Source: an optimization exercise on an open RTL-to-GDS flow (aim: small area, a short achievable clock period and few clock cycles per item). Production flows keep margins and buffers that such runs may drop.
Only simulation tests tie the RTL to the original design; equivalence was not proved.

Setup of onyx:
Design pixel_arithmetic_gain_offset, start of the top module:
module pixel_arithmetic_gain_offset
(
    input  logic        clk,
    input  logic        rst_n,
    input  logic        psel,
    input  logic        penable,
    input  logic        pwrite,
    input  logic [3:0]  paddr,
    input  logic [31:0] pwdata,
    output logic [31:0] prdata,
    output logic        pready,
    input  logic        s_axis_tvalid,
    output logic        s_axis_tready,
    input  logic [15:0] s_axis_tdata,    
    output logic        m_axis_tvalid,
    input  logic        m_axis_tready,
    output logic [7:0]  m_axis_tdata     
);
==> flow/config.mk <==
export PLATFORM = sky130hd
export DESIGN_NAME = pixel_arithmetic_gain_offset
export DESIGN_NICKNAME = pixel_arithmetic_gain_offset
export VERILOG_FILES = /design/flow/design.v
export SDC_FILE = /design/flow/constraint.sdc
export NUM_CORES = 4
export LEC_CHECK = 0
export ABC_AREA = 1
export CAP_MARGIN = 20
export CORE_MARGIN = 2
export CORE_UTILIZATION = 50
export PLACE_DENSITY = 0.68
export SLEW_MARGIN = 20
==> flow/constraint.sdc <==
create_clock -name core_clock -period 20.0 [get_ports {clk}]
set_input_delay 4.0000 -clock core_clock [delete_from_list [all_inputs] [get_ports {clk}]]
set_output_delay 4.0000 -clock core_clock [all_outputs]
set_load 0.01 [all_outputs]
standard.sh (not shown) runs the stock make flow with config.mk's settings and CLKGATE_MAP_FILE= SYNTH_SCRIPT=/design/flow/synth_recipe.tcl, a recipe that flattens the netlist after the stock synthesis.
==> flow/flow/run.sh <==
#!/bin/bash
set -o pipefail
export BUFFER_PORTS_ARGS="-buffer_cell sky130_fd_sc_hd__buf_4"
export SETUP_SLACK_MARGIN=15.0
export CTS_ARGS="-sink_clustering_enable -repair_clock_nets -dont_use_dummy_load"
bash standard.sh > standard.log 2>&1
Testbench counts of onyx, summed over its fixed seeds: cycles 25,056, items 24,576.
Relative to onyx, the following input files were edited for cedar:
==> flow/flow/run.sh <==
#!/bin/bash
set -o pipefail
export BUFFER_PORTS_ARGS="-buffer_cell sky130_fd_sc_hd__buf_4"
export SETUP_SLACK_MARGIN=15.2
export CTS_ARGS="-sink_clustering_enable -repair_clock_nets -dont_use_dummy_load"
bash standard.sh > standard.log 2>&1
Notes after the runs:
Taking onyx as the reference, in cedar sum of met2 wire segment lengths after detailed routing did not really move, total number of cells along the worst setup path rose by 1, post-route standard cell area excluding fillers increased by 500 µm² relative to the old numbers, standard cell area after detailed placement about even. onyx ended up with prdata[19] as its end point of the critical path; cedar ended up with s_axis_tready. Summary of the comparison: non-clock buffer count is higher in cedar, relative to onyx.

## lane 1
pixel_arithmetic_gain_offset again, from the RTL that the note above started with.
## pixel_arithmetic_gain_offset
module pixel_arithmetic_gain_offset
(
    input  logic        clk,
    input  logic        rst_n,
    input  logic        psel,
    input  logic        penable,
    input  logic        pwrite,
    input  logic [3:0]  paddr,
    input  logic [31:0] pwdata,
    output logic [31:0] prdata,
    output logic        pready,
    input  logic        s_axis_tvalid,
    output logic        s_axis_tready,
    input  logic [15:0] s_axis_tdata,    
    output logic        m_axis_tvalid,
    input  logic        m_axis_tready,
    output logic [7:0]  m_axis_tdata     
);
clock: 20.0 ns
lec_check: 0
abc_area: 1
cap_margin: 20
core_margin: 2
core_utilization: 45
place_density: 0.65
slew_margin: 20
==> flow/flow/run.sh <==
#!/bin/bash
set -o pipefail
export BUFFER_PORTS_ARGS="-buffer_cell sky130_fd_sc_hd__buf_4"
export SETUP_SLACK_MARGIN=15.2
export CTS_ARGS="-sink_clustering_enable -repair_clock_nets -dont_use_dummy_load"
bash standard.sh > standard.log 2>&1
Testbench counts of lane 1, summed over its fixed seeds: cycles 25,056, items 24,576.
The inputs of lane 2 differ from those of lane 1 as listed below.
Settings: changing SLEW_MARGIN from 20 to 65.
-- flow/flow/run.sh --
<<< lane 1, line 5
export CTS_ARGS="-sink_clustering_enable -repair_clock_nets -dont_use_dummy_load"
>>> lane 2, line 5
--- outcome ---
Lane 1 → lane 2: post-layout minimum cycle time moved up; pin slew with the least headroom to its limit moved down; via count moved up; sequential-to-total area share from yosys stat level; portion of the clock cycle consumed by the worst path in the final layout level.
--- input diff lane 2..lane 3 ---
Settings: swapping 45 for 40 in CORE_UTILIZATION; swapping 0.65 for 0.6 in PLACE_DENSITY.
### Flow results
Area of the multi-input gates of lane 3 is on par with lane 2.
Summary of lane 3 over lane 2: maximum frequency saw little to no change; flop-to-flop setup slack saw a decrease; wire length saw an increase.

Starting RTL as in the previous note.
==> flow/config.mk <==
export PLATFORM = sky130hd
export DESIGN_NAME = pixel_arithmetic_gain_offset
export DESIGN_NICKNAME = pixel_arithmetic_gain_offset
export VERILOG_FILES = /design/flow/design.v
export SDC_FILE = /design/flow/constraint.sdc
export NUM_CORES = 4
export LEC_CHECK = 0
export ABC_AREA = 1
export CAP_MARGIN = 20
export CORE_MARGIN = 2
export CORE_UTILIZATION = 50
export PLACE_DENSITY = 0.68
export SLEW_MARGIN = 20
==> flow/constraint.sdc <==
create_clock -name core_clock -period 20.0 [get_ports {clk}]
set_input_delay 4.0000 -clock core_clock [delete_from_list [all_inputs] [get_ports {clk}]]
set_output_delay 4.0000 -clock core_clock [all_outputs]
set_load 0.01 [all_outputs]
==> flow/flow/run.sh <==
#!/bin/bash
set -o pipefail
export BUFFER_PORTS_ARGS="-buffer_cell sky130_fd_sc_hd__buf_4"
export SETUP_SLACK_MARGIN=14.85
export CTS_ARGS="-sink_clustering_enable -repair_clock_nets -dont_use_dummy_load"
bash standard.sh > standard.log 2>&1
Testbench counts at the start, summed over its fixed seeds: cycles 25,056, items 24,576.
==> next run, changes <==
--- a/flow/flow/run.sh
+++ b/flow/flow/run.sh
@@ -4 +4 @@
-export SETUP_SLACK_MARGIN=14.85
+export SETUP_SLACK_MARGIN=15.2
- CAP_MARGIN: 20 -> 10
- CORE_UTILIZATION: 50 -> 45
- PLACE_DENSITY: 0.68 -> 0.65
- SLEW_MARGIN: 20 -> 10
Design area came out higher by about 3.7%.
Global-route usage decreases by 4.4 points.
Via count fell by about 1.6%.
Worst hold slack gets worse by 0.038 ns.
Routed wire length increases by about 1%.
First-iteration DRC count is lower by 18%.
Setup slack is better by 0.041 ns.

## afterwards: timing with drivers on the ports
How much do the figures lean on ideal ports? The routed layouts below were timed once more, with nothing changed but the port constraints. Step 1 assumes that a clkbuf_16 drives the clock port and a buf_2 every other input. Step 2 also shifts input and output timing later by t, the mid clock arrival at the registers, as if the neighbouring blocks saw the same clock. Slacks: ideal / step 1 / step 2; pairs: ideal / step 1.
run	shift t [ns]	setup WS [ns]	clock arrival spread, ns	pins driven straight from the clock port
onyx	0.671	14.821 / 14.747 / 14.339	0.077 / 0.077	1
cedar	0.656	14.826 / 14.755 / 14.571	0.111 / 0.110	1
lane 1	0.674	14.840 / 14.765 / 14.572	0.055 / 0.055	1
lane 2	0.686	14.830 / 14.753 / 14.574	0.043 / 0.042	1
lane 3	0.691	14.827 / 14.747 / 14.471	0.037 / 0.037	1
the first run of note 3	0.702	14.784 / 14.713 / 14.234	0.065 / 0.066	1
the second run of note 3	0.678	14.825 / 14.750 / 14.583	0.081 / 0.081	1
After both steps setup and hold are still met in every run listed. The setup slack of the first run of note 3, which loses most, moves by -0.071 ns with the drivers and by -0.550 ns with both steps.
